Background: an optimization exercise with open tools, aiming at small area, a short achievable clock period and few clock cycles per item. Do not read the settings as production practice. Function was checked by simulation only, so behaviour that the tests miss may differ from the original. Power and IR drop assume default switching activity.

==> trial 67 <==
Design bresenham_line_stepper_top, start of the top module:
module bresenham_line_stepper_top (
    input  wire logic                            aclk,
    input  wire logic                            aresetn,
    input  wire logic                            cfg_wr_en,
    input  wire logic [bls_pkg::CFG_IDX_W-1:0]   cfg_index,
    input  wire logic [bls_pkg::CFG_DATA_W-1:0]  cfg_wdata,
    input  wire logic                            s_tvalid,
    output logic                                 s_tready,
    input  wire logic [103:0]                    s_tdata,
    input  wire logic                            s_tuser,
    output logic                                 m_tvalid,
    input  wire logic                            m_tready,
    output logic [103:0]                         m_tdata,
    output logic                                 m_tuser,
    output logic                                 m_tlast
);
    localparam int LW = 29;             
    logic [WIN_W-1:0]   win_width_reg;
    logic [WIN_W-1:0]   win_height_reg;
    logic [PITCH_W-1:0] row_pitch_reg;
    logic [BPP_W-1:0]   bpp_reg;
    logic [COLOR_W-1:0] default_color_reg;
    always_ff @(posedge aclk) begin
        if (!aresetn) begin
            win_width_reg     <= WIN_WIDTH_RST;
            win_height_reg    <= WIN_HEIGHT_RST;
            row_pitch_reg     <= ROW_PITCH_RST;
            bpp_reg           <= BYTES_PER_PIX_RST;
            default_color_reg <= DEFAULT_COLOR_RST;
        end else if (cfg_wr_en) begin
            case (cfg_index)
                CFG_WIN_WIDTH:     win_width_reg     <= cfg_wdata[WIN_W-1:0];
                CFG_WIN_HEIGHT:    win_height_reg    <= cfg_wdata[WIN_W-1:0];
                CFG_ROW_PITCH:     row_pitch_reg     <= cfg_wdata[PITCH_W-1:0];
                CFG_BYTES_PER_PIX: bpp_reg           <= cfg_wdata[BPP_W-1:0];
                CFG_DEFAULT_COLOR: default_color_reg <= cfg_wdata[COLOR_W-1:0];
                default: ;
            endcase
        end
    end
    function automatic logic [28:0] sk_add(input logic [28:0] a, input logic [28:0] b);
        logic [28:0] g, p, p0;
        int j;
        g  = a & b;
  ...
Settings: LEC_CHECK=0, CAP_MARGIN=20, CORE_MARGIN=2, CORE_UTILIZATION=40, CTS_BUF_LIST=sky130_fd_sc_hd__clkbuf_16, CTS_CLUSTER_DIAMETER=80, CTS_CLUSTER_SIZE=40, GPL_ROUTABILITY_DRIVEN=0, SETUP_SLACK_MARGIN=3.75, SLEW_MARGIN=20; clock period 8.5 ns.
standard.sh (not shown) runs the stock make flow with config.mk's settings and CLKGATE_MAP_FILE= SYNTH_SCRIPT=/design/flow/synth_recipe.tcl, a recipe that flattens the netlist after the stock synthesis.
==> flow/flow/run.sh <==
#!/bin/bash
# The standard layout (the standard.sh), with the port buffers made from buf_1 cells
# instead of the buffer that buffer_ports picks by default. Every port still gets a buffer.
set -euo pipefail
export BUFFER_PORTS_ARGS="-buffer_cell sky130_fd_sc_hd__buf_1"
bash standard.sh > standard.log 2>&1
==> trial 20: changes against trial 67 <==
--- a/flow/design.v
+++ b/flow/design.v
@@ -244,34 +244,34 @@
     assign wy      = start ? (skip_in ? wy_in1 : wy_in0) : wy_rg;
     assign xr      = start ? (skip_in ? xr_in1 : xr_in0) : xr_rg;
     function automatic logic [LW-1:0] prow(input logic [2:0] s, input logic [15:0] m);
         logic [16:0] mag;
         mag = s[0] ? {m, 1'b0} : s[1] ? {1'b0, m} : 17'd0;
         prow = {{12{s[2]}}, mag ^ {17{s[2]}}};
     endfunction
+    logic [2:0]    cyh, cyl;
     logic [LW-1:0] lin_base, r_yh, r_yl, r_x, s1, c1, s2, c2, lin_next;
-    logic [LW-1:0] st_p, st_b;
     logic [4:0]    bstep;
     assign bstep = sxn_reg ? -{1'b0, bpp_reg} : {1'b0, bpp_reg};
-    assign st_p  = {{13{syn_reg}}, row_pitch_reg ^ {16{syn_reg}}};
-    assign st_b  = {{24{bstep[4]}}, bstep};
     always_comb begin
         if (busy_reg) begin
+            cyh = syh_reg;
+            cyl = syl_reg;
             lin_base = b0_reg ? '0 : (lin_reg << 4);
-            lin_base[2] = syh_reg[2];
+            lin_base[2] = cyh[2];
             lin_base[0] = xcn_reg;
-            r_yh = (prow(syh_reg, row_pitch_reg) << 2) | {28'd0, syl_reg[2]};
-            r_yl = prow(syl_reg, row_pitch_reg);
-            r_x  = {{22{xcn_reg}}, {xcm_reg ^ {7{xcn_reg}}}};
+            r_x = {{22{xcn_reg}}, {xcm_reg ^ {7{xcn_reg}}}};
         end else begin
+            cyh = 3'b000;
+            cyl = {mv_y && syn_reg, mv_y, 1'b0};
             lin_base = lin_reg;
-            r_yh = {28'd0, mv_y && syn_reg};
-            r_yl = st_p & {LW{mv_y}};
-            r_x  = st_b & {LW{mv_x}};
+            r_x = mv_x ? {{24{bstep[4]}}, bstep} : '0;
         end
+        r_yh = (prow(cyh, row_pitch_reg) << 2) | {28'd0, cyl[2]};
+        r_yl = prow(cyl, row_pitch_reg);
         s1 = lin_base ^ r_yh ^ r_yl;
         c1 = ((lin_base & r_yh) | (lin_base & r_yl) | (r_yh & r_yl)) << 1;
         s2 = s1 ^ c1 ^ r_x;
         c2 = ((s1 & c1) | (s1 & r_x) | (c1 & r_x)) << 1;
         lin_next = sk_add(s2, c2);
     end
     always_ff @(posedge aclk) begin
GPL_ROUTABILITY_DRIVEN = not set   (was 0)
==> trial 36: changes against trial 67 <==
--- a/flow/design.v
+++ b/flow/design.v
@@ -80,15 +80,14 @@
                     g[i] = g[i] | (p[i] & g[j]);
                     p[i] = p[i] & p[j];
                 end
         sk_add = p0 ^ {g[27:0], 1'b0};
     endfunction
     logic               vld_reg, busy_reg, stp_reg, act_reg, pix_reg, last_reg, win_reg;
     logic               b0_reg, b1_reg, b2_reg;    
-    logic               prep_reg;                  
     logic [1:0]         it_reg;                    
     logic [15:0]        x_reg, y_reg;
     logic [COLOR_W-1:0] col_reg;
     logic [15:0]        dx_reg, dy_reg;    
     logic               sxn_reg, syn_reg;
     logic [18:0]        f1_reg, f2_reg;
     logic [15:0]        cnt_reg;
@@ -198,15 +197,15 @@
             2'd1: bwin = ve[12:8];
             2'd2: bwin = ve[8:4];
             default: bwin = ve[4:0];
         endcase
     endfunction
     logic [3:0] bpp_next;
     logic [6:0] bm3, bm5, bm7;
-    assign bpp_next = bpp_reg;
+    assign bpp_next = (cfg_wr_en && (cfg_index == CFG_BYTES_PER_PIX)) ? cfg_wdata[3:0] : bpp_reg;
     assign bm3 = {3'b000, bpp_next} + {2'b00, bpp_next, 1'b0};
     assign bm5 = {3'b000, bpp_next} + {1'b0, bpp_next, 2'b00};
     assign bm7 = {bpp_next, 3'b000} - {3'b000, bpp_next};
     function automatic logic [7:0] xrow(input logic [4:0] w, input logic [3:0] b,
                                         input logic [6:0] m3, input logic [6:0] m5,
                                         input logic [6:0] m7);
         logic [6:0] p;
@@ -230,48 +229,48 @@
     endfunction
     logic       skip_in, skip_rg;
     logic [1:0] rj;
     logic [4:0] wy_in0, wy_in1, wy_rg, wy;
     logic [7:0] xr_in0, xr_in1, xr_rg, xr;
     assign skip_in = lead0(in_sx, in_sy);
     assign skip_rg = lead0(x_reg, y_reg);
-    assign rj      = prep_reg ? it_reg : it_reg + 2'd1;
+    assign rj      = recalc ? {1'b0, skip_rg} : it_reg + 2'd1;
     assign wy_in0  = bwin(in_sy, 2'd0);
     assign wy_in1  = bwin(in_sy, 2'd1);
     assign wy_rg   = bwin(y_reg, rj);
     assign xr_in0  = xrow(bwin(in_sx, 2'd0), bpp_next, bm3, bm5, bm7);
     assign xr_in1  = xrow(bwin(in_sx, 2'd1), bpp_next, bm3, bm5, bm7);
     assign xr_rg   = xrow(bwin(x_reg, rj), bpp_next, bm3, bm5, bm7);
     assign wy      = start ? (skip_in ? wy_in1 : wy_in0) : wy_rg;
     assign xr      = start ? (skip_in ? xr_in1 : xr_in0) : xr_rg;
     function automatic logic [LW-1:0] prow(input logic [2:0] s, input logic [15:0] m);
         logic [16:0] mag;
         mag = s[0] ? {m, 1'b0} : s[1] ? {1'b0, m} : 17'd0;
         prow = {{12{s[2]}}, mag ^ {17{s[2]}}};
     endfunction
+    logic [2:0]    cyh, cyl;
     logic [LW-1:0] lin_base, r_yh, r_yl, r_x, s1, c1, s2, c2, lin_next;
-    logic [LW-1:0] st_p, st_b;
     logic [4:0]    bstep;
     assign bstep = sxn_reg ? -{1'b0, bpp_reg} : {1'b0, bpp_reg};
-    assign st_p  = {{13{syn_reg}}, row_pitch_reg ^ {16{syn_reg}}};
-    assign st_b  = {{24{bstep[4]}}, bstep};
     always_comb begin
         if (busy_reg) begin
+            cyh = syh_reg;
+            cyl = syl_reg;
             lin_base = b0_reg ? '0 : (lin_reg << 4);
-            lin_base[2] = syh_reg[2];
+            lin_base[2] = cyh[2];
             lin_base[0] = xcn_reg;
-            r_yh = (prow(syh_reg, row_pitch_reg) << 2) | {28'd0, syl_reg[2]};
-            r_yl = prow(syl_reg, row_pitch_reg);
-            r_x  = {{22{xcn_reg}}, {xcm_reg ^ {7{xcn_reg}}}};
+            r_x = {{22{xcn_reg}}, {xcm_reg ^ {7{xcn_reg}}}};
         end else begin
+            cyh = 3'b000;
+            cyl = {mv_y && syn_reg, mv_y, 1'b0};
             lin_base = lin_reg;
-            r_yh = {28'd0, mv_y && syn_reg};
-            r_yl = st_p & {LW{mv_y}};
-            r_x  = st_b & {LW{mv_x}};
+            r_x = mv_x ? {{24{bstep[4]}}, bstep} : '0;
         end
+        r_yh = (prow(cyh, row_pitch_reg) << 2) | {28'd0, cyl[2]};
+        r_yl = prow(cyl, row_pitch_reg);
         s1 = lin_base ^ r_yh ^ r_yl;
         c1 = ((lin_base & r_yh) | (lin_base & r_yl) | (r_yh & r_yl)) << 1;
         s2 = s1 ^ c1 ^ r_x;
         c2 = ((s1 & c1) | (s1 & r_x) | (c1 & r_x)) << 1;
         lin_next = sk_add(s2, c2);
     end
     always_ff @(posedge aclk) begin
@@ -298,17 +297,16 @@
                 vld_reg  <= 1'b0;
             end
         end
     end
     always_ff @(posedge aclk) begin
         if (start) it_reg <= {1'b0, skip_in};
         else if (recalc) it_reg <= {1'b0, skip_rg};
-        else if (busy_reg && !prep_reg) it_reg <= it_reg + 2'd1;
-        prep_reg <= recalc;
-        b0_reg <= start || (prep_reg && !load);
+        else if (busy_reg) it_reg <= it_reg + 2'd1;
+        b0_reg <= load;
         b1_reg <= b0_reg && !load;
         b2_reg <= b1_reg && !load;
         if (start) stp_reg <= 1'b1;
         else if (recalc) stp_reg <= 1'b0;
         syh_reg <= bdec(wy[4:2]);
         syl_reg <= bdec(wy[2:0]);
         xcm_reg <= xr[6:0];
@@ -345,15 +343,15 @@
         end
         if (step || s_diff || s_abs || s_init) begin
             f1_reg <= f1_new;
             f2_reg <= f2_new;
         end
         if (s_init) cnt_reg <= (dx_reg < dy_reg) ? dy_reg : dx_reg;
         else if (step) cnt_reg <= cnt_reg - 16'd1;
-        if (step || (busy_reg && !prep_reg)) lin_reg <= lin_next;
+        if (step || busy_reg) lin_reg <= lin_next;
     end
     assign m_tvalid = vld_reg;
     assign m_tuser  = pix_reg;
     assign m_tlast  = last_reg;
     assign m_tdata  = {7'b0, col_reg, 3'b000, win_reg ? lin_reg : {LW{1'b0}}, win_reg,
                        y_reg, x_reg};
 endmodule
==> flow/run.sh (new file) <==
#!/bin/bash
# synth_recipe.tcl (not shown) runs the flow's synth.tcl, then flattens the netlist and writes it again
# the make line also repeats each setting of config.mk as NAME=value (left out here)
make -C /OpenROAD-flow-scripts/flow DESIGN_CONFIG=/design/flow/config.mk WORK_HOME=/design/flow/orfs CLKGATE_MAP_FILE= SYNTH_SCRIPT=/design/flow/synth_recipe.tcl finish
CTS_BUF_LIST = not set   (was sky130_fd_sc_hd__clkbuf_16)
CTS_CLUSTER_DIAMETER = not set   (was 80)
CTS_CLUSTER_SIZE = not set   (was 40)
GPL_ROUTABILITY_DRIVEN = not set   (was 0)
SETUP_SLACK_MARGIN = 3.5   (was 3.75)
removed: flow/flow/run.sh
removed: flow/standard.sh
==> comparison table <==
item                                                                trial 36               trial 20               trial 67
Status                                      no timing/DRC/antenna violations  no timing/DRC/antenna violations  no timing/DRC/antenna violations
Largest vdd supply drop                                               264 uV                 235 uV                 172 uV
Final-stage net count                                                   3317                   3239                   3320
Part of the total power dissipated in combinational logic              0.541                  0.587                  0.562
Vias in the first global route                                         20946                  20287                  20871
Logic depth of the worst setup path including buffers                      3                     19                     21
Sequential logic power                                               2.18 mW                2.18 mW                2.23 mW
Area of the die                                                  61300 sq um            60000 sq um            61500 sq um
Half-perimeter wire length after detailed placement                 60200 um               57200 um               59600 um
Mapped Cells                                                            2718                   2643                   2732
Fraction of standard cell area in multi-input logic                    0.525                  0.554                  0.556
Netlist area before placement                                    23700 sq um            23200 sq um            23800 sq um
Per-instance average area after synthesis                         8.73 sq um             8.79 sq um             8.72 sq um
Via total after detailed routing                                       21585                  20825                  21708
Largest clock skew in the final design                             0.0274 ns              0.0351 ns              0.0254 ns
Filler cell count in the final layout                                   5547                   5495                   5551
First-pass GRT wire length                                         126000 um              120000 um              126000 um
Power in the clock group                                             1.61 mW                1.23 mW                1.34 mW
Switching share of power                                               0.411                  0.434                  0.443
Part of the total power dissipated in sequential elements              0.264                  0.264                  0.273
#FFs+latches synth                                                       285                    286                    286
Antenna fix cells                                                          1                      2                      1
Standard cell area after detailed placement                      26800 sq um            24900 sq um            25300 sq um
Final worst-path setup slack                                         3.46 ns                3.69 ns                3.74 ns
Clock sink count                                                         285                    286                    286
Hold endpoint                                              win_height_reg[2]  default_color_reg[26]  default_color_reg[25]
Synth-to-layout area growth                                            22.8%                  16.2%                  15.5%
Testbench counts of trial 67, summed over its fixed seeds: cycles 300,770, items 279,162.
Testbench counts of trial 20, summed over its fixed seeds: cycles 300,770, items 279,162.
Testbench counts of trial 36, summed over its fixed seeds: cycles 300,770, items 279,162.

[port drivers added, routing unchanged]
How much do the figures lean on ideal ports? The routed layouts below were timed once more, with nothing changed but the port constraints. Step 1 (the two cells are an assumption about what drives the block):
set clk [get_ports {aclk}]
set_driving_cell -lib_cell sky130_fd_sc_hd__clkbuf_16 $clk
set_driving_cell -lib_cell sky130_fd_sc_hd__buf_2 [delete_from_list [all_inputs] $clk]
Step 2 adds t to the input delays and takes it off the output delays; t is the mean of the earliest and latest rising clock arrival at the registers after step 1. Input paths then give back, and output paths get back, about the clock's delay inside the block. Slacks: ideal / step 1 / step 2; pairs: ideal / step 1.
| run | shift t [ns] | setup WS [ns] | worst setup path after step 2 | cell pins on the clock port's net |
|---|---|---|---|---|
| trial 67 | 0.657 | 3.742 / 3.742 / 3.241 | input to register | 1 |
| trial 20 | 0.633 | 3.690 / 3.690 / 3.362 | input to register | 1 |
| trial 36 | 0.631 | 3.460 / 3.364 / 2.956 | input to register | 1 |
After both steps every run listed still meets setup and hold. The setup slack of trial 36, which loses most, moves by -0.096 ns with the drivers and by -0.504 ns with both steps.
